From an optimization exercise on the open Yosys and OpenROAD flow, aimed at small area; shortcuts taken in it are not production practice. Only simulation tests tie the RTL to the original design; equivalence was not proved. Power is estimated from default activity; no workload was simulated.

### flow/config.mk
export PLATFORM = sky130hd
export DESIGN_NAME = exe_top
export DESIGN_NICKNAME = exe_top
export VERILOG_FILES = /design/flow/design.v
export SDC_FILE = /design/flow/constraint.sdc
export NUM_CORES = 4
export LEC_CHECK = 0
export ABC_AREA = 1
export ABC_CLOCK_PERIOD_IN_PS = 1500
export CAP_MARGIN = 20
export CORE_MARGIN = 2
export CORE_UTILIZATION = 45
export GPL_TIMING_DRIVEN = 0
export SETUP_SLACK_MARGIN = 0.1
export SLEW_MARGIN = 20
### flow/constraint.sdc
create_clock -name core_clock -period 5.0 [get_ports {clk_i}]
set_input_delay 1.0000 -clock core_clock [delete_from_list [all_inputs] [get_ports {clk_i}]]
set_output_delay 1.0000 -clock core_clock [all_outputs]
set_load 0.01 [all_outputs]
### flow/design.v
`default_nettype none
package rv_isa_pkg;
    typedef logic [4:0] reg_idx_t;
    localparam reg_idx_t ZERO_REG = 5'd0;
    localparam logic [6:0] OPC_I      = 7'b0010011;
    localparam logic [6:0] OPC_R      = 7'b0110011;  
    localparam logic [6:0] OPC_LUI    = 7'b0110111;
    localparam logic [6:0] OPC_AUIPC  = 7'b0010111;
    localparam logic [6:0] OPC_S      = 7'b0100011;
    localparam logic [6:0] OPC_L      = 7'b0000011;
    localparam logic [6:0] OPC_B      = 7'b1100011;
    localparam logic [6:0] OPC_JAL    = 7'b1101111;
    localparam logic [6:0] OPC_JALR   = 7'b1100111;
    localparam logic [6:0] OPC_SYSTEM = 7'b1110011;
    localparam logic [2:0] F3_ADD  = 3'b000;  
    localparam logic [2:0] F3_SLL  = 3'b001;
    localparam logic [2:0] F3_SLT  = 3'b010;
    localparam logic [2:0] F3_SLTU = 3'b011;
    localparam logic [2:0] F3_XOR  = 3'b100;
    localparam logic [2:0] F3_SR   = 3'b101;  
    localparam logic [2:0] F3_OR   = 3'b110;
    localparam logic [2:0] F3_AND  = 3'b111;
    localparam logic [2:0] F3_BEQ  = 3'b000;
    localparam logic [2:0] F3_BNE  = 3'b001;
    localparam logic [2:0] F3_BLT  = 3'b100;
    localparam logic [2:0] F3_BGE  = 3'b101;
    localparam logic [2:0] F3_BLTU = 3'b110;
    localparam logic [2:0] F3_BGEU = 3'b111;
    localparam logic [2:0] F3_LB  = 3'b000;
    localparam logic [2:0] F3_LH  = 3'b001;
    localparam logic [2:0] F3_LW  = 3'b010;
    localparam logic [2:0] F3_LBU = 3'b100;
    localparam logic [2:0] F3_LHU = 3'b101;
    localparam logic [2:0] F3_SB = 3'b000;
    localparam logic [2:0] F3_SH = 3'b001;
    localparam logic [2:0] F3_SW = 3'b010;
    localparam logic [6:0] F7_BASE = 7'b0000000;
    localparam logic [6:0] F7_ALT  = 7'b0100000;  
endpackage
`default_nettype wire
`default_nettype none
package exe_pkg;
    localparam int XLEN_DEF = 32;
    localparam logic [3:0] MEM_NOP = 4'd0;
    localparam logic [3:0] LB      = 4'd1;
    localparam logic [3:0] LH      = 4'd2;
    localparam logic [3:0] LW      = 4'd3;
    localparam logic [3:0] LBU     = 4'd4;
    localparam logic [3:0] LHU     = 4'd5;
    localparam logic [3:0] SB      = 4'd6;
    localparam logic [3:0] SH      = 4'd7;
    localparam logic [3:0] SW      = 4'd8;
endpackage
`default_nettype wire
`timescale 1ns/1ps
`default_nettype none
module exe_top #(
    parameter int XLEN = exe_pkg::XLEN_DEF
) (
    input  wire                  clk_i,
    input  wire                  rst_i,
    input  wire                  in_valid_i,
    output logic                 in_ready_o,
    input  wire [31:0]           inst_i,
    input  wire [XLEN-1:0]       inst_addr_i,
    input  wire [XLEN-1:0]       op1_i,
    input  wire [XLEN-1:0]       op2_i,
    input  wire [4:0]            reg_waddr_i,
    input  wire                  reg_we_i,
    output logic                 out_valid_o,
    input  wire                  out_ready_i,
    output logic                 reg_we_o,
    output logic [4:0]           reg_waddr_o,
    output logic [XLEN-1:0]      reg_wdata_o,
    output logic                 mem_we_o,
    output logic [XLEN-1:0]      mem_addr_o,
    output logic [XLEN-1:0]      mem_wdata_o,
    output logic [3:0]           mem_op_o,
    output logic                 jump_en_o,
    output logic [XLEN-1:0]      jump_addr_o
);
    function automatic logic [32:0] carries_bk(input logic [31:0] p_in, input logic [31:0] g_in, input logic cin);
        logic [31:0] p, g;
        logic [32:0] c;
        p = p_in;
        g = g_in;
        g[0] = g[0] | (p[0] & cin);
        for (int i = 1; i <= 5; i++) begin
            for (int j = 2**i - 1; j < 32; j = j + 2**i) begin
                g[j] = g[j] | (p[j] & g[j - 2**(i-1)]);
                p[j] = p[j] & p[j - 2**(i-1)];
            end
        end
        for (int i = 5; i > 0; i--) begin
            for (int j = 2**i + 2**(i-1) - 1; j < 32; j = j + 2**i) begin
                g[j] = g[j] | (p[j] & g[j - 2**(i-1)]);
                p[j] = p[j] & p[j - 2**(i-1)];
            end
        end
        c = {g, cin};
        carries_bk = c;
    endfunction
    logic ld, hd;
    assign ld = ~out_valid_o | out_ready_i;
    assign hd = ~ld;
    logic [6:0] opc;
    logic [2:0] f3;
    logic       f7_zero, f7_alt;
    logic       is_opi, is_opr, is_lui, is_ld, is_st, is_br, is_jmp;
    logic       alu_ok;
    assign opc     = inst_i[6:0];
    assign f3      = inst_i[14:12];
    assign f7_zero = inst_i[31:25] == 7'b0000000;
    assign f7_alt  = inst_i[31:25] == 7'b0100000;
    assign is_opi  = opc == rv_isa_pkg::OPC_I;
    assign is_opr  = opc == rv_isa_pkg::OPC_R;
    assign is_lui  = opc == rv_isa_pkg::OPC_LUI || opc == rv_isa_pkg::OPC_AUIPC;
    assign is_ld   = opc == rv_isa_pkg::OPC_L;
    assign is_st   = opc == rv_isa_pkg::OPC_S;
    assign is_br   = opc == rv_isa_pkg::OPC_B;
    assign is_jmp  = opc == rv_isa_pkg::OPC_JAL || opc == rv_isa_pkg::OPC_JALR;
    assign alu_ok = (is_opr & (f7_zero | f7_alt)) |
                    (is_opi & ~(f3 == 3'b001 & ~f7_zero) & ~(f3 == 3'b101 & ~f7_zero & ~f7_alt));
    logic sub, use_imm, s_fmt, sel_alu, sel_pc4;
    assign sub     = ~opc[2] & (opc[6] | (opc[4] & ((f3[2:1] == 2'b01) | (f3 == 3'b000 & opc[5] & inst_i[30]))));
    assign use_imm = ~opc[4] & (~opc[6] | opc[2]);
    assign s_fmt   = opc[5] & ~opc[2];
    assign sel_alu = opc[4] & ~opc[2];
    assign sel_pc4 = opc[6];
    logic [31:0] imm_a, b_a, p_a, g_a, sum_a;
    logic [32:0] c_a;
    logic        lt_u, lt_s, eq;
    assign imm_a = {{20{inst_i[31]}}, inst_i[31:25], s_fmt ? inst_i[11:7] : inst_i[24:20]};
    logic e_imm, e_pos, e_neg;
    assign e_imm = use_imm;
    assign e_pos = ~use_imm & ~sub;
    assign e_neg = ~use_imm & sub;
    assign b_a   = (imm_a & {32{e_imm}}) | (op2_i & {32{e_pos}}) | (~op2_i & {32{e_neg}});
    assign p_a   = op1_i ^ b_a;
    assign g_a   = op1_i & b_a;
    assign c_a   = carries_bk(p_a, g_a, sub);
    assign sum_a = p_a ^ c_a[31:0];
    assign lt_u = ~c_a[32];
    assign lt_s = lt_u ^ op1_i[31] ^ op2_i[31];
    assign eq   = &p_a;  
    logic [31:0] imm_b, sum_b, pc4;
    logic [32:0] c_b;
    assign imm_b = opc[2] ? {{12{inst_i[31]}}, inst_i[19:12], inst_i[20], inst_i[30:21], 1'b0}
                          : {{20{inst_i[31]}}, inst_i[7], inst_i[30:25], inst_i[11:8], 1'b0};
    assign c_b   = carries_bk(inst_addr_i ^ imm_b, inst_addr_i & imm_b, 1'b0);
    assign sum_b = inst_addr_i ^ imm_b ^ c_b[31:0];
    assign pc4[1:0] = inst_addr_i[1:0];
    assign pc4[2]   = ~inst_addr_i[2];
    for (genvar i = 3; i < 32; i++) begin : g_pc4
        assign pc4[i] = inst_addr_i[i] ^ (&inst_addr_i[i-1:2]);
    end
    logic taken;
    logic br_k, taken_eq, taken_lt;
    assign br_k     = f3[0] ^ (~f3[1] & (op1_i[31] ^ op2_i[31]));
    assign taken_eq = is_br & ~f3[2] & ~f3[1] & (eq ^ f3[0]);
    assign taken_lt = is_br & f3[2] & (lt_u ^ br_k);
    assign taken    = taken_eq | taken_lt;
    logic [31:0] sh_in, s0, s1, s2, s3, s4;
    logic        fill;
    logic [4:0]  shamt;
    assign shamt = op2_i[4:0];
    assign fill  = f3[2] & inst_i[30] & op1_i[31];
    always_comb begin
        for (int i = 0; i < 32; i++) sh_in[i] = (op1_i[i] & f3[2]) | (op1_i[31-i] & ~f3[2]);
    end
    assign s0 = shamt[0] ? {{1{fill}},  sh_in[31:1]}  : sh_in;
    assign s1 = shamt[1] ? {{2{fill}},  s0[31:2]}     : s0;
    assign s2 = shamt[2] ? {{4{fill}},  s1[31:4]}     : s1;
    assign s3 = shamt[3] ? {{8{fill}},  s2[31:8]}     : s2;
    assign s4 = shamt[4] ? {{16{fill}}, s3[31:16]}    : s3;
    logic [31:0] w1_d, w2_d;
    logic e_add, e_p, e_g, e_shr, e_shl, e_slt, e_sltu;
    logic e_pc4;
    assign e_pc4  = sel_pc4 & ld;
    assign e_add  = ~sel_pc4 & (~sel_alu | f3 == 3'b000) & ld;
    assign e_p    = ~sel_pc4 & sel_alu & f3[2] & ~f3[0] & ld;
    assign e_g    = ~sel_pc4 & sel_alu & f3[2] & f3[1] & ld;
    assign e_shr  = ~sel_pc4 & sel_alu & f3 == 3'b101 & ld;
    assign e_shl  = ~sel_pc4 & sel_alu & f3 == 3'b001 & ld;
    assign e_slt  = ~sel_pc4 & sel_alu & f3 == 3'b010 & ld;
    assign e_sltu = ~sel_pc4 & sel_alu & f3 == 3'b011 & ld;
    logic [31:0] w1_rest;
    logic        slt_k, e_lt;
    always_comb begin
        for (int i = 0; i < 32; i++)
            w1_rest[i] = (p_a[i] & e_p) | (g_a[i] & e_g) |
                         (s4[i] & e_shr) | (s4[31-i] & e_shl) | (pc4[i] & e_pc4);
    end
    assign e_lt  = e_slt | e_sltu;
    assign slt_k = e_slt & (op1_i[31] ^ op2_i[31]);
    assign w1_d  = w1_rest | (~w1_n & {32{hd}}) | (sum_a & {32{e_add}}) | {31'b0, e_lt & (lt_u ^ slt_k)};
    logic e_op2, e_sb, e_sa;
    assign e_op2 = ~opc[6] & ld;
    assign e_sb  = opc[6] & (opc[3] | ~opc[2]) & ld;
    assign e_sa  = opc[6] & ~opc[3] & opc[2] & ld;
    assign w2_d  = (op2_i & {32{e_op2}}) | (sum_b & {32{e_sb}}) | ({sum_a[31:1], 1'b0} & {32{e_sa}}) | (~w2_n & {32{hd}});
    logic       reg_we_d, wb_d, jump_en_d;
    logic [4:0] waddr_d;
    logic [3:0] mem_op_d;
    assign reg_we_d  = alu_ok | is_ld | is_jmp | (is_lui & reg_we_i);
    assign wb_d      = alu_ok | is_lui | is_jmp;
    assign waddr_d   = (alu_ok | is_lui | is_ld | is_st | is_jmp) ? reg_waddr_i : 5'd0;
    assign jump_en_d = taken | is_jmp;
    always_comb begin
        mem_op_d = exe_pkg::MEM_NOP;
        if (is_ld) begin
            case (f3)
                3'b000:  mem_op_d = exe_pkg::LB;
                3'b001:  mem_op_d = exe_pkg::LH;
                3'b010:  mem_op_d = exe_pkg::LW;
                3'b100:  mem_op_d = exe_pkg::LBU;
                3'b101:  mem_op_d = exe_pkg::LHU;
                default: mem_op_d = exe_pkg::MEM_NOP;
            endcase
        end else if (is_st) begin
            case (f3)
                3'b000:  mem_op_d = exe_pkg::SB;
                3'b001:  mem_op_d = exe_pkg::SH;
                3'b010:  mem_op_d = exe_pkg::SW;
                default: mem_op_d = exe_pkg::MEM_NOP;
            endcase
        end
    end
    logic [31:0] w1_n, w2_n;
    logic        wb_n;
    assign in_ready_o = ~out_valid_o | out_ready_i;
    always_ff @(posedge clk_i) begin
        if (rst_i) begin
            out_valid_o <= 1'b0;
        end else if (in_ready_o) begin
            out_valid_o <= in_valid_i;
        end
    end
    always_ff @(posedge clk_i) begin
        w1_n        <= ~w1_d;
        w2_n        <= ~w2_d;
        wb_n        <= (~wb_d & ld) | (wb_n & hd);
        reg_we_o    <= (reg_we_d & ld) | (reg_we_o & hd);
        reg_waddr_o <= (waddr_d & {5{ld}}) | (reg_waddr_o & {5{hd}});
        mem_we_o    <= (is_st & ld) | (mem_we_o & hd);
        mem_op_o    <= (mem_op_d & {4{ld}}) | (mem_op_o & {4{hd}});
        jump_en_o   <= (jump_en_d & ld) | (jump_en_o & hd);
    end
    logic mem_n, st_n;
    assign mem_n = ~|mem_op_o;
    assign st_n  = ~(mem_op_o[3] | (mem_op_o[2] & mem_op_o[1]));
    assign reg_wdata_o = ~(w1_n | {32{wb_n}});
    assign mem_addr_o  = ~(w1_n | {32{mem_n}});
    assign mem_wdata_o = ~(w2_n | {32{st_n}});
    assign jump_addr_o = ~(w2_n | {32{~jump_en_o}});
endmodule
`default_nettype wire
### flow/flow/run.sh
#!/bin/bash
# ORFS layout built on the standard.sh, with these changes:
#  - synthesis is the standard flow's synthesis script unchanged except that ABC maps the
#    logic with flow/abc_map.script (delay-targeted mapping with area
#    recovery; {D} is ABC_CLOCK_PERIOD_IN_PS). Registers are mapped before
#    ABC runs, so they are the standard synthesis's registers;
#  - synthesis buffers are removed before global placement (as the
#    timing-driven mode does);
#  - the port buffers are made from the smallest buffer cell;
#  - clock tree synthesis uses small clock buffers and no dummy loads.
# Tool output goes to synth.log, standard.log and ORFS's per-step logs.
set -e
here=$(pwd)
{ head -n 1 synth_recipe.tcl
  echo "proc abc {args} { set i [lsearch -exact \$args -script]; if {\$i >= 0} { lset args [expr {\$i+1}] $here/flow/abc_map.script }; yosys abc {*}\$args }"
  tail -n +2 synth_recipe.tcl; } > flow_synth.tcl
mk=$(grep '^make -C' standard.sh | sed "s|SYNTH_SCRIPT=[^ ]*|SYNTH_SCRIPT=$here/flow_synth.tcl|; s|\"\${@:-finish}\"|synth|")
eval "$mk" > synth.log 2>&1
export BUFFER_PORTS_ARGS="-buffer_cell sky130_fd_sc_hd__buf_1"
export PRE_GLOBAL_PLACE_TCL="$here/flow/pre_gpl.tcl"
export CTS_ARGS="-sink_clustering_enable -repair_clock_nets -dont_use_dummy_load -buf_list sky130_fd_sc_hd__clkbuf_8 -root_buf sky130_fd_sc_hd__clkbuf_8 -sink_clustering_size 10"
bash standard.sh > standard.log 2>&1
### flow/flow/abc_map.script
strash
dch
map -B 0.9 -D {D}
topo
stime -c
buffer -c
upsize -c -D {D}
dnsize -c -D {D}
### flow/flow/pre_gpl.tcl
# drop synthesis buffers; repair_design re-buffers where slew or load needs it
if { !$::env(GPL_TIMING_DRIVEN) } {
  remove_buffers
}
### flow/standard.sh
#!/bin/bash
# synth_recipe.tcl (not shown) runs the flow's synth.tcl, then flattens the netlist and writes it again
# the make line also repeats each setting of config.mk as NAME=value (left out here)
make -C /OpenROAD-flow-scripts/flow DESIGN_CONFIG=/design/flow/config.mk WORK_HOME=/design/flow/orfs CLKGATE_MAP_FILE= SYNTH_SCRIPT=/design/flow/synth_recipe.tcl "${@:-finish}"
==> flow_metrics.env, run 1 <==
export IMPL_lastStage="synthesis"
export IMPL_status="stopped before the end"
export IMPL_error_line="ERROR: ABC script did not complete successfully"
export IMPL_ys_warn_count=1
==> inputs of run 2 (changes only) <==
--- a/flow/flow/run.sh
+++ b/flow/flow/run.sh
@@ -2,7 +2,7 @@
 # ORFS layout built on the standard.sh, with these changes:
 #  - synthesis is the standard flow's synthesis script unchanged except that ABC maps the
 #    logic with flow/abc_map.script (delay-targeted mapping with area
-#    recovery; {D} is ABC_CLOCK_PERIOD_IN_PS). Registers are mapped before
+#    recovery, delay target in ps in the script). Registers are mapped before
 #    ABC runs, so they are the standard synthesis's registers;
 #  - synthesis buffers are removed before global placement (as the
 #    timing-driven mode does);
==> flow/flow/abc_map.script (replaced) <==
strash
dch
map -B 0.9 -D 1500
topo
stime -c
buffer -c
upsize -c -D 1500
dnsize -c -D 1500
--- a/flow/config.mk
+++ b/flow/config.mk
@@ -6,7 +6,6 @@
 export NUM_CORES = 4
 export LEC_CHECK = 0
 export ABC_AREA = 1
-export ABC_CLOCK_PERIOD_IN_PS = 1500
 export CAP_MARGIN = 20
 export CORE_MARGIN = 2
 export CORE_UTILIZATION = 45
==> flow_metrics.env, run 2 <==
export IMPL_num_io_pins=280
export IMPL_final_common_cell="nand3_1"
export IMPL_netlist_area_leader_share_pct=17.42
export IMPL_p_leak_nw=5.450
export IMPL_antenna_found_initial=1
export IMPL_final_cell_mix="nand3_1 (361), nand2_1 (342), buf_1 (266), nor2_1 (227), inv_1 (118)"
export IMPL_gr_usage_met1_pct=55.34
export IMPL_yosys_top_cells_count="nand3_1 (363), nand2_1 (350), nor2_1 (235)"
export IMPL_worstMarginPinSlew_ns=1.148
export IMPL_setup_viol=0
export IMPL_finalClockSkew_ns=0.01922
export IMPL_port_buffers=279
export IMPL_fin_crit_sh_pct=95.31
export IMPL_cpMostUsedCell="nand2_1"
export IMPL_min_period_ns=4.765
export IMPL_layout_nets=2180
export IMPL_yosysSeqAreaShare_pct=16.22
export IMPL_grt_pass1_wl_um=72740
export IMPL_clock_sinks=78
export IMPL_drv_cap=0
export IMPL_grtUsageMet3_pct=7.034
export IMPL_postPlaceCellArea_um2=11690
export IMPL_busiest_layer="met2"
export IMPL_gp_congestion=0.9914
export IMPL_netlist_area_um2=10430
export IMPL_core_um2=22710
export IMPL_crit_type="input pin to flip-flop"
export IMPL_synthToLayoutAreaGrowth_pct=17.92
export IMPL_synth_seq_cells=78
export IMPL_max_slew_margin_rel_pct=23.39
export IMPL_ir_drop_mv=0.1297
export IMPL_drt_iter0_drc=1771
export IMPL_grt_setup_unrepaired="no"
export IMPL_path_clk_slew_ns=0.09
export IMPL_start_kind="input pin"
export IMPL_htree_levels=3
export IMPL_vias_per_cell=6.099
export IMPL_cpMaxStageDelayCell="fa_1"
export IMPL_grt_max_degree=65
export IMPL_nFillCells=2360
export IMPL_drv_slew=0
export IMPL_initial_core_util_pct=45.93
export IMPL_drive_above_1_share_pct=6.797
export IMPL_yosysTopAreaCell="nand3_1"
export IMPL_wl_per_cell_um=22.13
export IMPL_yosysMostFrequentCell="nand3_1"
export IMPL_antenna_left=0
export IMPL_critPathRequiredTime_ns=5.33
export IMPL_track_usage_pct=39.43
export IMPL_die_w_um=156.3
export IMPL_status="finished clean"
export IMPL_syn_inst=1703
export IMPL_die_y_um=156.3
export IMPL_antenna_cells=0
export IMPL_die_area_um2=24410
export IMPL_synthTopCellsByArea="nand3_1 (17%), nand2_1 (13%), dfxtp_1 (12%)"
export IMPL_hpwl_um=38140
export IMPL_dr_total_vias=13582
export IMPL_finalHoldViolations=0
export IMPL_wirelength_um=49280
export IMPL_arrival_ns=5.10
export IMPL_synth_edff_count=13
export IMPL_grt_overflow=0
export IMPL_yosys_most_used_dff="dfxtp_1"
export IMPL_synth_cell_types=43
export IMPL_clk_path_buf_depth=2
export IMPL_cts_tree="done"
export IMPL_synthArstFlopShare_pct=0
export IMPL_worstPathMaxFanout=9
export IMPL_num_rows=55
export IMPL_tns_ns=0
export IMPL_drt_pass1_iterations=5
export IMPL_grt_pass1_vias=11977
export IMPL_cts_root_buf="clkbuf_8"
export IMPL_cts_made_buffers=9
export IMPL_post_synth_cell_area_avg_um2=6.125
export IMPL_hold_buffers=0
export IMPL_finalInstanceArea_um2=12300
export IMPL_holdCritPathClass="flip-flop to flip-flop"
export IMPL_drc=0
export IMPL_fmax_mhz=209.8
export IMPL_ys_warn_count=1
export IMPL_end_kind="flip-flop"
export IMPL_synth_fp_nets=1939
export IMPL_slowest_delay_ns=0.43
export IMPL_clk_insertion_delay_late_ns=0.39
export IMPL_cellPowerDensity_nw_per_um2=226.2
export IMPL_grtUsageMet2_pct=61.28
-- run 2: critical path: cells and delay by family --
kind	cells	cell delay [ns]
fa+ha+maj	2	0.75
xor+xnor	1	0.20
buf+inv	5	0.70
simple gates	9	0.95
compound gates	9	1.46
-- run 2: cell families (layout without fill, tap and decap cells) --
| family | Yosys count | in the layout | share of synthesized area, % |
|---|---|---|---|
| compound gates | 266 | 266 | 16.73 |
| xor+xnor | 39 | 39 | 3.274 |
| fa+ha+maj | 98 | 98 | 14.06 |
| buf+inv | 221 | 460 | 8.192 |
| flops | 78 | 78 | 16.22 |
| simple gates | 1001 | 1001 | 41.53 |
-- run 2: path summary, 6_finish.rpt --
check,startpoint,endpoint,cells past startpoint,slack (ns)
hold reg to reg,w2_n[11],w2_n[11],1,0.58
hold / removal,w2_n[11],w2_n[11],1,0.58
setup reg to reg,out_valid_o,w1_n[10],8,1.65
setup / recovery,inst_i[14],w1_n[23],26,0.23
-- run 2: cell type report --
| type | instances | area [um2] | share of cell area [%] |
|---|---|---|---|
| timing repair buffer | 322 | 1531 | 12.45 |
| inverter | 127 | 493.0 | 4.008 |
| timing repair inverter | 2 | 12.51 | 0.1017 |
| sequential | 78 | 1692 | 13.75 |
| tap | 285 | 356.6 | 2.899 |
| multi-input combinational | 1404 | 8092 | 65.78 |
| clock buffer | 9 | 123.9 | 1.007 |
-- run 2: report_power, final --
group,internal [mW],switching (mW)
Clock,0.162,0.271
Sequential,0.747,0.130
Combinational,0.531,0.942
Total,1.44,1.34
-- run 2: what timing repair did --
item,in CTS,in global routing
gates cloned,2,0
gates resized for setup,35,26
setup endpoints to repair,56,22
pin swaps,5,22
buffers inserted,10,20
-- run 2: stage by stage --
step,power (mW),hold slack [ns],utilization [%],cells,setup WS [ns]
finish,2.782,0.5802,54.17,2227,0.2346
global route,2.939,0.6038,54.17,2227,0.08658
CTS,2.684,0.5737,52.98,2205,0.1064
detailed placement,2.227,0.5509,51.46,2184,-1.751
global placement,2.202,0.5514,50.45,2173,-3.785
floorplan,1.706,0.5065,-,1703,0.3124
-- run 2: layer usage --
| layer | share of wire (%) | vias to the layer above | routed length, um |
|---|---|---|---|
| met1 | 42 | 6234 | 20630 |
| met3 | 11 | 101 | 5653 |
| li1 | - | 6372 | - |
| met4 | 3.8 | 2 | 1856 |
| met2 | 43 | 873 | 21130 |
| met5 | 0.022 | - | 11 |
==> inputs of run 3 (changes only) <==
--- a/flow/flow/run.sh
+++ b/flow/flow/run.sh
@@ -18,5 +18,5 @@
 eval "$mk" > synth.log 2>&1
 export BUFFER_PORTS_ARGS="-buffer_cell sky130_fd_sc_hd__buf_1"
 export PRE_GLOBAL_PLACE_TCL="$here/flow/pre_gpl.tcl"
-export CTS_ARGS="-sink_clustering_enable -repair_clock_nets -dont_use_dummy_load -buf_list sky130_fd_sc_hd__clkbuf_8 -root_buf sky130_fd_sc_hd__clkbuf_8 -sink_clustering_size 10"
+export CTS_ARGS="-sink_clustering_enable -repair_clock_nets -dont_use_dummy_load -buf_list sky130_fd_sc_hd__clkbuf_4 -root_buf sky130_fd_sc_hd__clkbuf_8 -sink_clustering_size 8"
 bash standard.sh > standard.log 2>&1
--- a/flow/config.mk
+++ b/flow/config.mk
@@ -10,5 +10,5 @@
 export CORE_MARGIN = 2
 export CORE_UTILIZATION = 45
 export GPL_TIMING_DRIVEN = 0
-export SETUP_SLACK_MARGIN = 0.1
+export SETUP_SLACK_MARGIN = 0.05
 export SLEW_MARGIN = 20
==> flow_metrics.env, run 3 <==
export IMPL_initial_core_util_pct=45.93
export IMPL_htree_levels=3
export IMPL_hpwl_um=38140
export IMPL_gp_congestion=0.9914
export IMPL_yosysMostFrequentCell="nand3_1"
export IMPL_cts_root_buf="clkbuf_8"
export IMPL_clock_sinks=78
export IMPL_yosys_top_cells_count="nand3_1 (363), nand2_1 (350), nor2_1 (235)"
export IMPL_grt_max_degree=65
export IMPL_antenna_left=0
export IMPL_grt_setup_unrepaired="yes"
export IMPL_track_usage_pct=39.37
export IMPL_netlist_area_leader_share_pct=17.42
export IMPL_yosysTopAreaCell="nand3_1"
export IMPL_end_kind="flip-flop"
export IMPL_reg2reg_slack_ns=1.65
export IMPL_critPathTopFamily="compound AO/OA/AOI/OAI gates"
export IMPL_status="finished clean"
export IMPL_cellPowerDensity_nw_per_um2=226.1
export IMPL_die_y_um=156.3
export IMPL_hold_buffers=0
export IMPL_cpMaxStageDelayCell="fa_1"
export IMPL_timing_rr_end="w1_n[10]"
export IMPL_fin_ws_ns=0.1870
export IMPL_p_leak_nw=5.412
export IMPL_worstPathMaxFanout=9
export IMPL_grt_overflow=0
export IMPL_syn_inst=1703
export IMPL_yosys_most_used_dff="dfxtp_1"
export IMPL_setup_viol=0
export IMPL_layout_nets=2175
export IMPL_hold_start="w2_n[11]"
export IMPL_finalClockSkew_ns=0.01575
export IMPL_post_synth_cell_area_avg_um2=6.125
export IMPL_arrival_ns=5.14
export IMPL_tns_ns=0
export IMPL_vias_per_cell=6.107
export IMPL_max_slew_margin_rel_pct=22.19
export IMPL_netlist_area_um2=10430
export IMPL_synthArstFlopShare_pct=0
export IMPL_ys_warn_count=1
export IMPL_drc=0
export IMPL_drt_iter0_drc=1748
export IMPL_pre_cts_slack_ns=-1.751
export IMPL_worstMarginPinSlew_ns=1.166
export IMPL_min_period_ns=4.813
export IMPL_crit_type="input pin to flip-flop"
export IMPL_synthTopCellsByArea="nand3_1 (17%), nand2_1 (13%), dfxtp_1 (12%)"
export IMPL_die_area_um2=24410
export IMPL_cts_tree="done"
export IMPL_drv_cap=0
export IMPL_drive_above_1_share_pct=6.195
export IMPL_reg2reg_from="out_valid_o"
export IMPL_clk_path_buf_depth=2
export IMPL_core_um2=22710
export IMPL_final_common_cell="nand3_1"
export IMPL_dr_total_vias=13570
export IMPL_slowest_delay_ns=0.43
export IMPL_drv_slew=0
export IMPL_holdCritPathClass="flip-flop to flip-flop"
export IMPL_synthToLayoutAreaGrowth_pct=17.27
export IMPL_ir_drop_mv=0.1263
export IMPL_antenna_cells=0
export IMPL_cts_made_buffers=9
export IMPL_whs_path_depth=1
export IMPL_finalHoldViolations=0
export IMPL_port_buffers=279
export IMPL_fmax_mhz=207.8
export IMPL_yosysSeqAreaShare_pct=16.22
export IMPL_synth_cell_types=43
export IMPL_drt_pass1_iterations=5
export IMPL_critical_path_depth=23
export IMPL_wirelength_um=49120
export IMPL_synth_fp_nets=1939
export IMPL_antenna_found_initial=1
export IMPL_wl_per_cell_um=22.11
export IMPL_worstPathBufferInverterCount=6
export IMPL_final_cell_mix="nand3_1 (362), nand2_1 (343), buf_1 (267), nor2_1 (227), inv_1 (118)"
export IMPL_grt_pass1_vias=11953
export IMPL_fin_util_pct=53.87
export IMPL_num_rows=55
export IMPL_fin_crit_sh_pct=96.26
export IMPL_cp_cell_sequence="buf_1, inv_1, o21ai_4, clkinvlp_4, buf_4, buf_12, o211ai_1, ha_1, inv_1, o21bai_1, nand2_1, a21oi_1, nor2_1, nand2_4, nand2_1, nand2_1, a31o_2, fa_1, xnor2_2, o22ai_1, a221oi_2, o21ai_0, nor2_1"
export IMPL_synth_edff_count=13
export IMPL_num_io_pins=280
export IMPL_start_kind="input pin"
export IMPL_fin_hold_ws_ns=0.5728
export IMPL_reg2regPathDepth=8
export IMPL_synth_seq_cells=78
export IMPL_die_w_um=156.3
export IMPL_grt_pass1_wl_um=72670
export IMPL_cpMostUsedCell="nand2_1"
export IMPL_critPathRequiredTime_ns=5.33
export IMPL_path_clk_slew_ns=0.10
export IMPL_clk_insertion_delay_late_ns=0.39
export IMPL_nFillCells=2359
export IMPL_whs_endpoint="w2_n[11]"
==> run 3: cell counts after synthesis <==
No cell type changed its count.
==> run 3: kinds of logic (layout without fill, tap and decap cells) <==
logic type | after synthesis | in the layout | share of synthesized area [%]
AO/OA/AOI/OAI | 266 | 266 | 16.73
XOR/XNOR | 39 | 39 | 3.274
adder cells (fa/ha/maj) | 98 | 98 | 14.06
buffers and inverters | 221 | 455 | 8.192
flip-flops | 78 | 78 | 16.22
AND/OR/NAND/NOR | 1001 | 1001 | 41.53
==> run 3: timing repair <==
item,4_1_cts,5_1_grt
setup buffers,6,20
pin swaps,2,20
gates resized for setup,34,19
setup endpoints to repair,55,20
gates cloned,2,0
==> run 3: how the worst max path moves through the flow <==
stage	start	endpoint	slack (ns)
after CTS	inst_i[14]	w1_n[30]	0.07
after global placement	inst_i[14]	w1_n[30]	-3.79
after detailed placement	inst_i[2]	w1_n[29]	-1.75
after floorplan	inst_i[14]	w1_n[23]	0.31
after global routing	inst_i[6]	w1_n[31]	-0.02
final	inst_i[6]	w1_n[23]	0.19
==> run 3: cell type report <==
| type | instances | area (um2) | share of cell area (%) |
|---|---|---|---|
| multi-input cells | 1404 | 8070 | 65.97 |
| flip-flops and latches | 78 | 1692 | 13.83 |
| repair buffers | 317 | 1485 | 12.14 |
| inverters | 127 | 493.0 | 4.030 |
| well taps | 285 | 356.6 | 2.915 |
| clock buffers | 9 | 123.9 | 1.013 |
| repair inverters | 2 | 12.51 | 0.1023 |
==> run 3: where the power goes <==
part | leakage, nW | switching [mW] | total [mW] | internal, mW
Combinational | 4.65 | 0.936 | 1.46 | 0.521
Clock | 0.0647 | 0.270 | 0.433 | 0.162
Sequential | 0.695 | 0.130 | 0.877 | 0.747
Total | 5.41 | 1.34 | 2.77 | 1.43
==> run 3: routing by layer <==
| metal | wire length [um] | track usage, % | share of wire, % |
|---|---|---|---|
| met5 | 11 | 0 | 0.022 |
| met3 | 5334 | 7.477 | 11 |
| met4 | 1763 | 12.49 | 3.6 |
| met2 | 21210 | 61.17 | 43 |
| met1 | 20800 | 55.07 | 42 |
==> run 3: per-stage QoR <==
| stage | cells | total power [mW] | instance area (um2) |
|---|---|---|---|
| 6_report | 2222 | 2.766 | 12230 |
| 4_1_cts | 2201 | 2.675 | 11990 |
| 2_1_floorplan | 1703 | 1.706 | 10430 |
| 3_5_place_dp | 2184 | 2.227 | 11690 |
| 3_3_place_gp | 2173 | 2.202 | 11460 |
| 5_1_grt | 2222 | 2.923 | 12230 |
==> inputs of run 4 (changes only) <==
==> flow/flow/abc_map.script (replaced) <==
strash
dch -x
map -B 0.9 -D 1500
topo
stime -c
buffer -c
upsize -c -D 1500
dnsize -c -D 1500
==> flow_metrics.env, run 4 <==
export IMPL_yosysMostFrequentCell="nand3_1"
export IMPL_grt_setup_unrepaired="yes"
export IMPL_seqPwrFrac_pct=31.6
export IMPL_vias_per_cell=6.063
export IMPL_dr_total_vias=13417
export IMPL_holdCritPathClass="flip-flop to flip-flop"
export IMPL_gp_congestion=0.9985
export IMPL_cts_made_buffers=9
export IMPL_synth_cell_types=46
export IMPL_yosys_most_used_dff="dfxtp_1"
export IMPL_yosysTopAreaCell="nand3_1"
export IMPL_finalClockSkew_ns=0.01629
export IMPL_power_share_combinational_pct=53.4
export IMPL_ir_drop_mv=0.09991
export IMPL_synthToLayoutAreaGrowth_pct=17.05
export IMPL_intPower_mw=1.436
export IMPL_drc=0
export IMPL_drive_above_1_share_pct=6.383
export IMPL_min_period_ns=4.840
export IMPL_drt_iter0_drc=1855
export IMPL_cellPowerDensity_nw_per_um2=230.1
export IMPL_drv_slew=0
export IMPL_max_slew_margin_rel_pct=22.63
export IMPL_arrival_ns=5.18
export IMPL_track_usage_pct=40.30
export IMPL_post_synth_cell_area_avg_um2=6.116
export IMPL_p_leak_nw=5.428
export IMPL_grt_overflow=0
export IMPL_synthArstFlopShare_pct=0
export IMPL_start_kind="input pin"
export IMPL_cts_root_buf="clkbuf_8"
export IMPL_drv_cap=0
export IMPL_end_kind="flip-flop"
export IMPL_wl_per_cell_um=22.67
export IMPL_p_switching_mw=1.359
export IMPL_port_buffers=279
export IMPL_crit_type="input pin to flip-flop"
export IMPL_antenna_found_initial=0
export IMPL_final_common_cell="nand3_1"
export IMPL_die_w_um=155.9
export IMPL_finalHoldViolations=0
export IMPL_initial_core_util_pct=45.84
export IMPL_grt_pass1_wl_um=73120
export IMPL_grt_max_degree=44
export IMPL_num_rows=55
export IMPL_ys_warn_count=1
export IMPL_fin_hold_ws_ns=0.5747
export IMPL_reg2reg_from="out_valid_o"
export IMPL_cts_tree="done"
export IMPL_wirelength_um=50160
export IMPL_netlist_area_leader_share_pct=17.41
export IMPL_num_io_pins=280
export IMPL_syn_inst=1697
export IMPL_multi_input_area_um2=8050
export IMPL_core_um2=22640
export IMPL_worstPathMaxFanout=11
export IMPL_synth_seq_cells=78
export IMPL_status="finished clean"
export IMPL_drt_pass1_iterations=7
export IMPL_layout_nets=2165
export IMPL_nFillCells=2389
export IMPL_antenna_left=0
export IMPL_fin_util_pct=53.66
export IMPL_swShare_pct=48.61
export IMPL_fmax_mhz=206.6
export IMPL_htree_levels=3
export IMPL_final_cell_mix="nand3_1 (359), nand2_1 (353), buf_1 (269), nor2_1 (223), inv_1 (121)"
export IMPL_critPathRequiredTime_ns=5.34
export IMPL_grt_pass1_vias=11874
export IMPL_synth_edff_count=13
export IMPL_path_clk_slew_ns=0.10
export IMPL_p_clk_share_pct=15.0
export IMPL_die_area_um2=24290
export IMPL_synth_fp_nets=1933
export IMPL_setup_viol=0
export IMPL_hold_start="w2_n[11]"
export IMPL_regArea_um2=1692
export IMPL_clk_insertion_delay_late_ns=0.38
export IMPL_worstSetupStartpoint="inst_i[14]"
export IMPL_synthTopCellsByArea="nand3_1 (17%), nand2_1 (13%), dfxtp_1 (13%)"
export IMPL_clock_sinks=78
export IMPL_worstMarginPinSlew_ns=1.159
export IMPL_fin_crit_sh_pct=96.79
export IMPL_clk_path_buf_depth=2
export IMPL_yosys_top_cells_count="nand3_1 (361), nand2_1 (359), nor2_1 (229)"
export IMPL_die_y_um=155.9
export IMPL_netlist_area_um2=10380
export IMPL_yosysSeqAreaShare_pct=16.30
export IMPL_hpwl_um=39030
-- run 4: changes by cell type after synthesis, moves of 3 or more --
| cell | before | now |
|---|---|---|
| nand2_1 | 350 | 359 |
| inv_1 | 123 | 129 |
| nor2_1 | 235 | 229 |
| clkbuf_1 | 60 | 56 |
| nand4_1 | 18 | 14 |
| xor2_1 | 17 | 13 |
| buf_2 | 17 | 20 |
-- run 4: through the flow --
stage	setup WS (ns)	TNS, ns	total power [mW]	cells	instance area, um2
after floorplan	0.3156	0	1.708	1697	10380
after global placement	-3.683	-205.19	2.224	2166	11390
after detailed placement	-1.994	-73.96	2.241	2174	11560
after CTS	0.05112	0	2.683	2193	11860
after global routing	0.01394	0	2.940	2212	12150
final	0.1603	0	2.795	2213	12150
-- run 4: repair_timing --
item	in CTS	in global routing
setup endpoints to repair	59	29
setup buffers	7	19
resized for setup	33	29
hold buffers	0	0
pin swaps	2	19
cloned	3	0
-- run 4: final cells by class --
| type | count | share of cell area (%) |
|---|---|---|
| diodes | 1 | 0.02060 |
| clock buffers | 9 | 1.020 |
| inverters | 132 | 4.213 |
| multi-input cells | 1393 | 66.27 |
| flip-flops and latches | 78 | 13.93 |
| well taps | 285 | 2.935 |
| repair buffers | 313 | 11.52 |
| repair inverters | 2 | 0.1030 |
-- run 4: kinds of logic (layout without fill, tap and decap cells) --
kind of cell	Yosys count	after routing	share of synthesized area, %
buffers and inverters	227	456	8.535
flip-flops	78	78	16.30
other	0	1	0
AO/OA/AOI/OAI	259	259	16.38
adder cells (fa/ha/maj)	98	98	14.13
AND/OR/NAND/NOR	1000	1001	41.70
XOR/XNOR	35	35	2.954
-- run 4: final timing paths --
| path | end | slack (ns) | depth (start not counted) |
|---|---|---|---|
| max | w1_n[19] | 0.16 | 23 |
| min | w2_n[11] | 0.57 | 1 |
| max reg2reg | w2_n[31] | 1.31 | 8 |
| min reg2reg | w2_n[11] | 0.57 | 1 |
-- run 4: metal layers --
layer / up-vias / wire, um / global-route usage, %
li1: 6318 / - / -
met5: - / 0 / 0
met4: 0 / 2266 / 15.29
met3: 116 / 5924 / 8.972
met2: 837 / 20480 / 59.52
met1: 6146 / 21490 / 57.14
-- run 4: worst max-delay path, cell delays in order --
cell        delay [ns]
clkbuf_4          0.19
nor2_4            0.15
nand2_1           0.10
o32ai_2           0.20
nand2_1           0.14
o21ai_4           0.13
clkinvlp_4        0.16
buf_4             0.20
o211ai_1          0.36
ha_1              0.32
nand2_1           0.09
inv_1             0.06
nand2_1           0.09
a21oi_1           0.06
nor2_1            0.18
nand2_4           0.13
a31o_2            0.24
fa_1              0.45
xnor2_2           0.30
o2111ai_2         0.27
nor2_1            0.15
o21ai_0           0.09
nor2_1            0.11
-- run 4: power groups by stage --
stage	Clock (mW)	Combinational, mW	Sequential (mW)
after floorplan	0	0.887	0.821
after global placement	0	1.34	0.885
after detailed placement	0	1.35	0.886
after CTS	0.420	1.39	0.872
after global routing	0.432	1.62	0.888
final	0.418	1.49	0.884
==> inputs of run 5 (changes only) <==
==> flow/flow/abc_map.script (replaced) <==
strash
&get -n
&st
&dch
&nf -R 1000
&put
strash
dch
map -B 0.9 -D 1500
topo
stime -c
buffer -c
upsize -c -D 1500
dnsize -c -D 1500
==> flow_metrics.env, run 5 <==
export IMPL_drv_slew=0
export IMPL_reg2regPathDepth=9
export IMPL_cts_root_buf="clkbuf_8"
export IMPL_reg2reg_from="out_valid_o"
export IMPL_p_clk_share_pct=15.6
export IMPL_drv_cap=0
export IMPL_synthTopCellsByArea="nand2_1 (13%), dfxtp_1 (13%), ha_1 (8.1%)"
export IMPL_synthToLayoutAreaGrowth_pct=19.95
export IMPL_synthArstFlopShare_pct=0
export IMPL_cellPowerDensity_nw_per_um2=229.5
export IMPL_synthAdderAreaFrac_pct=14.44
export IMPL_yosysMostFrequentCell="nand2_1"
export IMPL_vias_per_cell=6.104
export IMPL_hpwl_um=37560
export IMPL_htree_levels=3
export IMPL_path_clk_slew_ns=0.10
export IMPL_worstMarginPinSlew_ns=1.119
export IMPL_drt_iter0_drc=1502
export IMPL_finalPower_mw=2.795
export IMPL_intPower_mw=1.447
export IMPL_yosys_area_share_simple_pct=29.31
export IMPL_ys_warn_count=1
export IMPL_status="finished clean"
export IMPL_p_switching_mw=1.347
export IMPL_clock_sinks=78
export IMPL_synth_compound_area_share_pct=26.24
export IMPL_cpMostUsedCell="nand2_1"
export IMPL_initial_core_util_pct=46.25
export IMPL_cts_made_buffers=9
export IMPL_critPathRequiredTime_ns=5.32
export IMPL_wl_per_cell_um=22.92
export IMPL_yosysTopAreaCell="nand2_1"
export IMPL_drive_above_1_share_pct=10.20
export IMPL_core_um2=21960
export IMPL_die_area_um2=23780
export IMPL_nFillCells=2244
export IMPL_finalHoldViolations=0
export IMPL_finalClockSkew_ns=0.01239
export IMPL_num_io_pins=280
export IMPL_synth_top_family_by_area="simple AND/OR/NAND/NOR gates"
export IMPL_grt_overflow=0
export IMPL_timing_rr_end="w1_n[30]"
export IMPL_final_common_cell="nand2_1"
export IMPL_synth_seq_cells=78
export IMPL_cts_tree="done"
export IMPL_tns_ns=0
export IMPL_wirelength_um=48430
export IMPL_antenna_cells=0
export IMPL_p_leak_nw=5.221
export IMPL_fin_crit_sh_pct=96.94
export IMPL_clk_path_buf_depth=2
export IMPL_holdCritPathClass="flip-flop to flip-flop"
export IMPL_worstSetupStartpoint="inst_i[14]"
export IMPL_die_y_um=154.2
export IMPL_grt_pass1_wl_um=71040
export IMPL_whs_path_depth=2
export IMPL_postPlaceCellArea_um2=11410
export IMPL_gp_congestion=0.9992
export IMPL_antenna_found_initial=0
export IMPL_die_w_um=154.2
export IMPL_num_rows=54
export IMPL_final_cell_mix="nand2_1 (347), buf_1 (266), nor2_1 (211), o21ai_0 (126), inv_1 (110)"
export IMPL_end_kind="flip-flop"
export IMPL_dp_cells=2063
export IMPL_post_synth_cell_area_avg_um2=6.431
export IMPL_clk_insertion_delay_late_ns=0.38
export IMPL_track_usage_pct=39.60
export IMPL_synth_cell_types=59
export IMPL_max_slew_margin_rel_pct=25.14
export IMPL_yosysSeqAreaShare_pct=16.66
export IMPL_min_period_ns=4.847
export IMPL_cpMaxStageDelayCell="fa_1"
export IMPL_arrival_ns=5.17
export IMPL_grt_setup_unrepaired="yes"
export IMPL_ir_drop_mv=0.1290
export IMPL_seqPwrFrac_pct=31.6
export IMPL_cp_endpoint="w1_n[21]"
export IMPL_dr_total_vias=12898
export IMPL_port_buffers=279
export IMPL_final_cells=2113
export IMPL_netlist_area_um2=10150
export IMPL_synth_xor_area_share_pct=3.191
export IMPL_hold_buffers=0
export IMPL_synth_fp_nets=1815
export IMPL_antenna_left=0
export IMPL_grt_pass1_vias=11569
export IMPL_yosys_most_used_dff="dfxtp_1"
export IMPL_synth_edff_count=13
export IMPL_syn_inst=1579
export IMPL_grt_max_degree=47
export IMPL_fmax_mhz=206.3
export IMPL_finalInstanceArea_um2=12180
export IMPL_slowest_delay_ns=0.44
export IMPL_yosys_top_cells_count="nand2_1 (355), nor2_1 (218), o21ai_0 (132)"
export IMPL_netlist_area_leader_share_pct=13.12
export IMPL_worstPathMaxFanout=8
export IMPL_swShare_pct=48.21
export IMPL_setup_viol=0
export IMPL_drc=0
export IMPL_muxShareOfSynthArea_pct=1.183
export IMPL_reg2reg_slack_ns=1.23
export IMPL_drt_pass1_iterations=6
export IMPL_start_kind="input pin"
export IMPL_power_share_combinational_pct=52.9
export IMPL_crit_type="input pin to flip-flop"
export IMPL_layout_nets=2071
run 5: cell types whose count changed after synthesis, sizes merged, moves of 7 or more:
cell / delta
nand3: -297
o21ai: +113
a221oi: +28
or2: +19
o22ai: +18
o211ai: +15
mux2i: +12
nor3: +12
a31o: -7
run 5: critical path: cells and delay by family:
kind	cells	cell delay, ns
xor gates and xnor gates	1	0.19
AOI/OAI and AO/OA	8	1.19
buffers and inverters	4	0.33
and+or+nand+nor	15	1.46
adders and majority gates	3	1.00
run 5: layer usage:
metal / vias to the layer above / wire length [um] / part of all wire (%) / track usage (%)
met5: - / 0 / 0 / 0
met2: 769 / 20750 / 43 / 60.94
met4: 0 / 2017 / 4.2 / 15.04
met1: 6060 / 20850 / 43 / 55.63
li1: 5962 / - / - / -
met3: 107 / 4813 / 9.9 / 6.584
run 5: stage by stage:
stage | setup WS [ns] | util [%] | hold slack, ns
after global placement | -3.904 | 50.90 | 0.5400
after detailed placement | -2.247 | 51.98 | 0.5515
final | 0.1531 | 55.47 | 0.5724
after global routing | -0.1574 | 55.47 | 0.6068
after CTS | 0.05420 | 53.72 | 0.5735
after floorplan | -0.1642 | - | 0.5216
run 5: what timing repair did:
action                                 in CTS  in global routing
setup endpoints to repair                  61                 24
buffers inserted                           12                 23
resized for setup                          55                 45
endpoints found under the hold margin       0                  0
pin swaps                                  10                 34
cloned                                      5                  0
run 5: area by class of cell:
type,count,area (um2),area share (%)
multi-input cells,1281,7869,64.60
flip-flops and latches,78,1692,13.89
repair buffers,330,1580,12.97
inverters,131,540.5,4.438
well taps,280,350.3,2.876
clock buffers,9,123.9,1.017
repair inverters,4,25.02,0.2054
run 5: logic make-up after synthesis:
family	Yosys count
XOR/XNOR	37
AND/OR/NAND/NOR	713
adder cells (fa/ha/maj)	98
flip-flops	78
AO/OA/AOI/OAI	420
multiplexers	12
buffers and inverters	221
run 5: power by group through the flow:
stage	Combinational, mW	Sequential, mW	Clock (mW)
floorplan	0.872	0.821	0
global placement	1.30	0.885	0
detailed placement	1.32	0.886	0
CTS	1.37	0.872	0.426
global route	1.61	0.887	0.447
finish	1.48	0.882	0.435
run 5: worst min path at each step:
| stage | end | slack (ns) | start |
|---|---|---|---|
| global route | w2_n[4] | 0.61 | w2_n[4] |
| global placement | w2_n[4] | 0.54 | w2_n[4] |
| floorplan | w2_n[4] | 0.52 | w2_n[4] |
| CTS | w2_n[4] | 0.57 | w2_n[4] |
| finish | w2_n[4] | 0.57 | w2_n[4] |
| detailed placement | w2_n[24] | 0.55 | w2_n[24] |
==> inputs of run 6 (changes only) <==
==> flow/flow/abc_map.script (replaced) <==
strash
dch
map -B 0.9 -D 1800
topo
stime -c
buffer -c
upsize -c -D 1800
dnsize -c -D 1800
==> flow_metrics.env, run 6 <==
export IMPL_yosysSeqAreaShare_pct=16.26
export IMPL_die_y_um=156.1
export IMPL_grt_max_degree=48
export IMPL_finalInstanceArea_um2=12210
export IMPL_grt_pass1_vias=11825
export IMPL_max_slew_margin_rel_pct=23.47
export IMPL_fmax_mhz=208.0
export IMPL_pre_cts_slack_ns=-1.851
export IMPL_grt_pass1_wl_um=71600
export IMPL_port_buffers=279
export IMPL_ys_warn_count=1
export IMPL_yosysTopAreaCell="nand3_1"
export IMPL_synthArstFlopShare_pct=0
export IMPL_netlist_area_leader_share_pct=17.46
export IMPL_grt_overflow=0
export IMPL_worstPathMaxFanout=8
export IMPL_layout_nets=2170
export IMPL_synth_seq_cells=78
export IMPL_htree_levels=3
export IMPL_path_clk_slew_ns=0.09
export IMPL_holdCritPathClass="flip-flop to flip-flop"
export IMPL_antenna_found_initial=0
export IMPL_swShare_pct=48.29
export IMPL_synth_fp_nets=1939
export IMPL_cts_made_buffers=9
export IMPL_cts_root_buf="clkbuf_8"
export IMPL_initial_core_util_pct=45.96
export IMPL_drc=0
export IMPL_start_kind="input pin"
export IMPL_setup_viol=0
export IMPL_clock_sinks=78
export IMPL_cellPowerDensity_nw_per_um2=225.5
export IMPL_die_area_um2=24350
export IMPL_core_um2=22640
export IMPL_crit_type="input pin to flip-flop"
export IMPL_fin_crit_sh_pct=96.16
export IMPL_num_io_pins=280
export IMPL_arrival_ns=5.13
export IMPL_gp_congestion=1.034
export IMPL_cts_tree="done"
export IMPL_drt_iter0_drc=1592
export IMPL_vias_per_cell=6.109
export IMPL_min_period_ns=4.808
export IMPL_final_cells=2217
export IMPL_netlist_area_um2=10400
export IMPL_end_kind="flip-flop"
export IMPL_drive_above_1_share_pct=5.849
export IMPL_intPower_mw=1.424
export IMPL_p_clk_share_pct=15.4
export IMPL_drv_cap=0
export IMPL_ir_drop_mv=0.1078
export IMPL_yosysMostFrequentCell="nand3_1"
export IMPL_synth_cell_types=41
export IMPL_synthTopCellsByArea="nand3_1 (17%), nand2_1 (13%), dfxtp_1 (13%)"
export IMPL_worstMarginPinSlew_ns=1.147
export IMPL_critPathRequiredTime_ns=5.32
export IMPL_drt_pass1_iterations=8
export IMPL_final_common_cell="nand3_1"
export IMPL_status="finished clean"
export IMPL_finalClockSkew_ns=0.02578
export IMPL_postPlaceCellArea_um2=11720
export IMPL_antenna_cells=0
export IMPL_synth_edff_count=13
export IMPL_seqPwrFrac_pct=32.0
export IMPL_drv_slew=0
export IMPL_finalHoldViolations=0
export IMPL_finalPower_mw=2.753
export IMPL_grt_setup_unrepaired="yes"
export IMPL_final_cell_mix="nand3_1 (361), nand2_1 (341), buf_1 (269), nor2_1 (226), inv_1 (119)"
export IMPL_yosys_top_cells_count="nand3_1 (363), nand2_1 (350), nor2_1 (236)"
export IMPL_power_share_combinational_pct=52.6
export IMPL_clk_insertion_delay_late_ns=0.38
export IMPL_yosys_most_used_dff="dfxtp_1"
export IMPL_fin_ws_ns=0.1920
export IMPL_die_w_um=156.1
export IMPL_p_switching_mw=1.329
export IMPL_synthToLayoutAreaGrowth_pct=17.32
export IMPL_hpwl_um=38180
export IMPL_dr_total_vias=13543
export IMPL_antenna_left=0
export IMPL_dp_cells=2187
export IMPL_post_synth_cell_area_avg_um2=6.110
export IMPL_wl_per_cell_um=22.05
export IMPL_p_leak_nw=5.381
export IMPL_num_rows=55
export IMPL_syn_inst=1703
export IMPL_track_usage_pct=39.00
export IMPL_wirelength_um=48890
export IMPL_clk_path_buf_depth=2
run 6: layout make-up:
| type | count | area, um2 |
|---|---|---|
| Tap cell | 285 | 356.6 |
| Sequential cell | 78 | 1692 |
| Multi-Input combinational cell | 1404 | 8095 |
| Clock buffer | 9 | 123.9 |
| Timing Repair Buffer | 312 | 1434 |
| Inverter | 127 | 493.0 |
| Fill cell | 2419 | 10430 |
| Timing Repair inverter | 2 | 12.51 |
run 6: routing by layer:
metal | part of all wire (%) | track usage [%] | vias up
li1 | - | - | 6349
met1 | 43 | 54.18 | 6280
met2 | 43 | 60.24 | 819
met3 | 11 | 7.167 | 95
met4 | 4.1 | 14.37 | 0
met5 | 0 | 0 | -
run 6: what timing repair did:
| item | in CTS | in global routing |
|---|---|---|
| pin swaps | 1 | 15 |
| resized for setup | 33 | 22 |
| hold buffers | 0 | 0 |
| gates cloned | 2 | 0 |
| hold endpoints to repair | 0 | 0 |
| setup buffers | 6 | 13 |
| setup endpoints to repair | 56 | 22 |
run 6: worst paths after layout:
| path | from | to | slack (ns) | cells past startpoint |
|---|---|---|---|---|
| max | inst_i[14] | w1_n[11] | 0.19 | 22 |
| min | w2_n[11] | w2_n[11] | 0.57 | 1 |
| max reg2reg | out_valid_o | w1_n[8] | 1.09 | 11 |
| min reg2reg | w2_n[11] | w2_n[11] | 0.57 | 1 |
run 6: cells by family after synthesis:
| group | count (synthesis) | share of synthesized area (%) |
|---|---|---|
| AOI/OAI and AO/OA | 266 | 16.77 |
| and+or+nand+nor | 1001 | 41.61 |
| adders and majority gates | 98 | 14.09 |
| buffers and inverters | 221 | 7.985 |
| xor gates and xnor gates | 39 | 3.283 |
| DFF | 78 | 16.26 |
run 6: metrics by stage:
stage / util (%) / setup TNS (ns) / hold slack, ns
detailed placement: 51.77 / -68.40 / 0.5522
CTS: 53.02 / 0 / 0.5746
global placement: 50.59 / -221.12 / 0.5457
floorplan: - / 0 / 0.5065
global route: 53.92 / -0.005457 / 0.5890
finish: 53.92 / 0 / 0.5716
run 6: critical path: stages:
cell and delay, ns:
clkbuf_4 0.20, nor2_4 0.13, nand2_2 0.09, o32ai_2 0.20
nand2_1 0.13, o21ai_4 0.12, nor2_4 0.11, a21oi_4 0.15
fa_1 0.19, inv_1 0.06, fa_1 0.44, nand3_1 0.10
nand3_1 0.12, nand2_2 0.12, nand3_4 0.10, a31o_2 0.23
fa_1 0.41, xnor2_1 0.39, o21ai_0 0.15, a221oi_1 0.48
nand2_1 0.11, nor2_1 0.10
run 6: power by group through the flow:
stage / registers [mW] / clock network, mW / logic [mW]
after global placement: 0.882 / 0 / 1.32
after detailed placement: 0.884 / 0 / 1.34
final: 0.880 / 0.424 / 1.45
after CTS: 0.870 / 0.422 / 1.38
after floorplan: 0.821 / 0 / 0.883
after global routing: 0.886 / 0.440 / 1.58
==> inputs of run 7 (changes only) <==
--- a/flow/flow/run.sh
+++ b/flow/flow/run.sh
@@ -7,7 +7,8 @@
 #  - synthesis buffers are removed before global placement (as the
 #    timing-driven mode does);
 #  - the port buffers are made from the smallest buffer cell;
-#  - clock tree synthesis uses small clock buffers and no dummy loads.
+#  - clock tree synthesis uses small clock buffers and no dummy loads;
+#  - timing is repaired once, after global routing, not also after CTS.
 # Tool output goes to synth.log, standard.log and ORFS's per-step logs.
 set -e
 here=$(pwd)
@@ -19,4 +20,5 @@
 export BUFFER_PORTS_ARGS="-buffer_cell sky130_fd_sc_hd__buf_1"
 export PRE_GLOBAL_PLACE_TCL="$here/flow/pre_gpl.tcl"
 export CTS_ARGS="-sink_clustering_enable -repair_clock_nets -dont_use_dummy_load -buf_list sky130_fd_sc_hd__clkbuf_4 -root_buf sky130_fd_sc_hd__clkbuf_8 -sink_clustering_size 8"
+export SKIP_CTS_REPAIR_TIMING=1
 bash standard.sh > standard.log 2>&1
==> flow/flow/abc_map.script (replaced) <==
strash
dch -x
map -B 0.9 -D 1500
topo
stime -c
buffer -c
upsize -c -D 1500
dnsize -c -D 1500
==> flow_metrics.env, run 7 <==
export IMPL_drv_slew=0
export IMPL_initial_core_util_pct=45.84
export IMPL_fin_crit_sh_pct=96.30
export IMPL_whs_path_depth=1
export IMPL_yosysMostFrequentCell="nand3_1"
export IMPL_synthTopCellsByArea="nand3_1 (17%), nand2_1 (13%), dfxtp_1 (13%)"
export IMPL_num_io_pins=280
export IMPL_arrival_ns=5.15
export IMPL_wirelength_um=49930
export IMPL_antenna_cells=0
export IMPL_regArea_um2=1692
export IMPL_synth_compound_area_share_pct=16.38
export IMPL_synth_seq_cells=78
export IMPL_drt_pass1_iterations=6
export IMPL_yosysTopAreaCell="nand3_1"
export IMPL_core_um2=22640
export IMPL_timing_rr_end="w2_n[31]"
export IMPL_dp_cells=2174
export IMPL_muxShareOfSynthArea_pct=0
export IMPL_grt_pass1_wl_um=72330
export IMPL_drc=0
export IMPL_num_rows=55
export IMPL_fin_ws_ns=0.1852
export IMPL_finalHoldViolations=0
export IMPL_tns_ns=0
export IMPL_cts_made_buffers=9
export IMPL_holdCritPathClass="flip-flop to flip-flop"
export IMPL_crit_type="input pin to flip-flop"
export IMPL_layout_nets=2171
export IMPL_worstMarginPinSlew_ns=1.190
export IMPL_gp_congestion=0.9985
export IMPL_wl_per_cell_um=22.51
export IMPL_synth_cell_types=46
export IMPL_fmax_mhz=207.7
export IMPL_end_kind="flip-flop"
export IMPL_status="finished clean"
export IMPL_ys_warn_count=1
export IMPL_reg2reg_slack_ns=1.29
export IMPL_hold_start="w2_n[11]"
export IMPL_clk_insertion_delay_late_ns=0.39
export IMPL_final_cell_mix="nand3_1 (360), nand2_1 (354), buf_1 (268), nor2_1 (222), inv_1 (122)"
export IMPL_drv_cap=0
export IMPL_netlist_area_um2=10380
export IMPL_synthArstFlopShare_pct=0
export IMPL_drt_iter0_drc=1843
export IMPL_pre_cts_slack_ns=-1.994
export IMPL_synth_fp_nets=1933
export IMPL_critPathRequiredTime_ns=5.34
export IMPL_fin_util_pct=54.21
export IMPL_path_clk_slew_ns=0.10
export IMPL_clk_path_buf_depth=2
export IMPL_port_buffers=279
export IMPL_synth_top_family_by_area="simple AND/OR/NAND/NOR gates"
export IMPL_track_usage_pct=39.78
export IMPL_dr_total_vias=13487
export IMPL_finalPower_mw=2.817
export IMPL_grt_max_degree=44
export IMPL_clock_sinks=78
export IMPL_yosys_top_cells_count="nand3_1 (361), nand2_1 (359), nor2_1 (229)"
export IMPL_max_slew_margin_rel_pct=20.55
export IMPL_synth_xor_area_share_pct=2.954
export IMPL_reg2reg_from="out_valid_o"
export IMPL_finalClockSkew_ns=0.01842
export IMPL_drive_above_1_share_pct=6.777
export IMPL_cellPowerDensity_nw_per_um2=229.5
export IMPL_yosysSeqAreaShare_pct=16.30
export IMPL_post_synth_cell_area_avg_um2=6.116
export IMPL_nFillCells=2379
export IMPL_whs_endpoint="w2_n[11]"
export IMPL_grt_pass1_vias=11758
export IMPL_synthAdderAreaFrac_pct=14.13
export IMPL_vias_per_cell=6.081
export IMPL_syn_inst=1697
export IMPL_die_area_um2=24290
export IMPL_setup_viol=0
export IMPL_synthToLayoutAreaGrowth_pct=18.25
export IMPL_min_period_ns=4.815
export IMPL_final_common_cell="nand3_1"
export IMPL_hpwl_um=39030
export IMPL_htree_levels=3
export IMPL_grt_overflow=0
export IMPL_antenna_left=0
export IMPL_antenna_found_initial=0
export IMPL_worstSetupStartpoint="inst_i[14]"
export IMPL_die_y_um=155.9
export IMPL_yosys_most_used_dff="dfxtp_1"
export IMPL_netlist_area_leader_share_pct=17.41
export IMPL_cts_tree="done"
export IMPL_cts_root_buf="clkbuf_8"
export IMPL_die_w_um=155.9
export IMPL_multi_input_area_um2=8063
export IMPL_yosys_area_share_simple_pct=41.70
export IMPL_start_kind="input pin"
export IMPL_reg2regPathDepth=8
export IMPL_synth_edff_count=13
export IMPL_final_cells=2218
export IMPL_p_leak_nw=5.498
export IMPL_worstPathMaxFanout=24
export IMPL_ir_drop_mv=0.1012
==> run 7: changes by cell type after synthesis, sizes merged, moves of 6 or more <==
cell,change
inv,+6
buf,+12
nand2,+10
clkbuf,-11
==> run 7: report_power, final <==
group / internal, mW / switching (mW)
Clock: 0.162 / 0.260
Combinational: 0.544 / 0.966
Sequential: 0.747 / 0.139
Total: 1.45 / 1.36
==> run 7: worst max path at each step <==
stage / to / slack [ns] / cells past startpoint
floorplan: w1_n[23] / 0.32 / 25
global placement: w1_n[30] / -3.68 / 29
detailed placement: w1_n[23] / -1.99 / 19
CTS: w1_n[23] / -1.59 / 19
global route: w1_n[29] / -0.001 / 27
finish: w1_n[19] / 0.19 / 24
==> run 7: cells by family (layout without fill, tap and decap cells) <==
kind of cell | after synthesis | after routing
AND/OR/NAND/NOR | 1000 | 1001
flip-flops | 78 | 78
buffers and inverters | 227 | 462
XOR/XNOR | 35 | 35
adder cells (fa/ha/maj) | 98 | 98
AO/OA/AOI/OAI | 259 | 259
==> run 7: through the flow <==
step	instance area, um2	hold WS, ns
CTS	11690	0.5686
finish	12270	0.5703
floorplan	10380	0.5065
global placement	11390	0.5503
detailed placement	11560	0.5530
global route	12270	0.5920
==> run 7: worst max-delay path, cell delays in order <==
cell	delay (ns)
buf_4	0.17
nor2_4	0.15
nand2_2	0.07
o32ai_2	0.20
nand2_1	0.14
o21ai_4	0.14
clkinvlp_4	0.13
buf_6	0.16
buf_16	0.17
o211ai_1	0.34
ha_1	0.32
nand2_1	0.09
inv_1	0.06
nand2_1	0.08
a21oi_1	0.06
nor2_1	0.18
nand2_4	0.10
a31o_2	0.23
fa_1	0.45
xnor2_2	0.29
o2111ai_2	0.27
nor2_1	0.14
o21ai_0	0.08
nor2_1	0.11
==> run 7: cell type report <==
cell class	instances	share of cell area (%)
tap	285	2.905
timing repair buffer	321	12.48
multi-input combinational	1393	65.69
clock buffer	9	1.009
inverter	132	4.129
sequential	78	13.78
==> run 7: metal layers <==
| metal | track usage, % | share of wire [%] | routed length, um |
|---|---|---|---|
| met5 | 0 | 0 | 0 |
| met4 | 13.76 | 3.7 | 1824 |
| met3 | 8.083 | 12 | 5958 |
| met2 | 59.14 | 42 | 20780 |
| met1 | 57.08 | 43 | 21370 |

## what the ideal ports hide
No port has a modelled driver above. Below, the same layouts with a new extraction and two added sets of constraints.
Step 1 assumes that a clkbuf_16 drives the clock port and a buf_2 every other input.
Step 2, shift: input delay + t, output delay - t, t = (earliest + latest rising clock arrival at the registers) / 2. This alone moves slack from input paths to output paths.
Three values: ideal, step 1, step 2; two values: the first two.
run	shift t [ns]	slack for setup (ns)	latest minus earliest clock arrival (ns)	worst register clock-pin slew, ns
run 2	0.433	0.235 / 0.261 / -0.172	0.034 / 0.034	0.11 / 0.11
run 3	0.439	0.187 / 0.210 / -0.228	0.028 / 0.029	0.10 / 0.10
run 4	0.423	0.160 / 0.178 / -0.245	0.030 / 0.031	0.10 / 0.10
run 5	0.429	0.153 / 0.139 / -0.290	0.025 / 0.025	0.10 / 0.10
run 6	0.423	0.192 / 0.219 / -0.204	0.035 / 0.035	0.11 / 0.11
run 7	0.428	0.185 / 0.206 / -0.222	0.030 / 0.029	0.10 / 0.10
Met with ideal ports but missed after step 2: setup timing in every run listed. For run 5, which loses most, drivers alone change the setup slack by -0.014 ns; drivers and shift together by -0.443 ns.
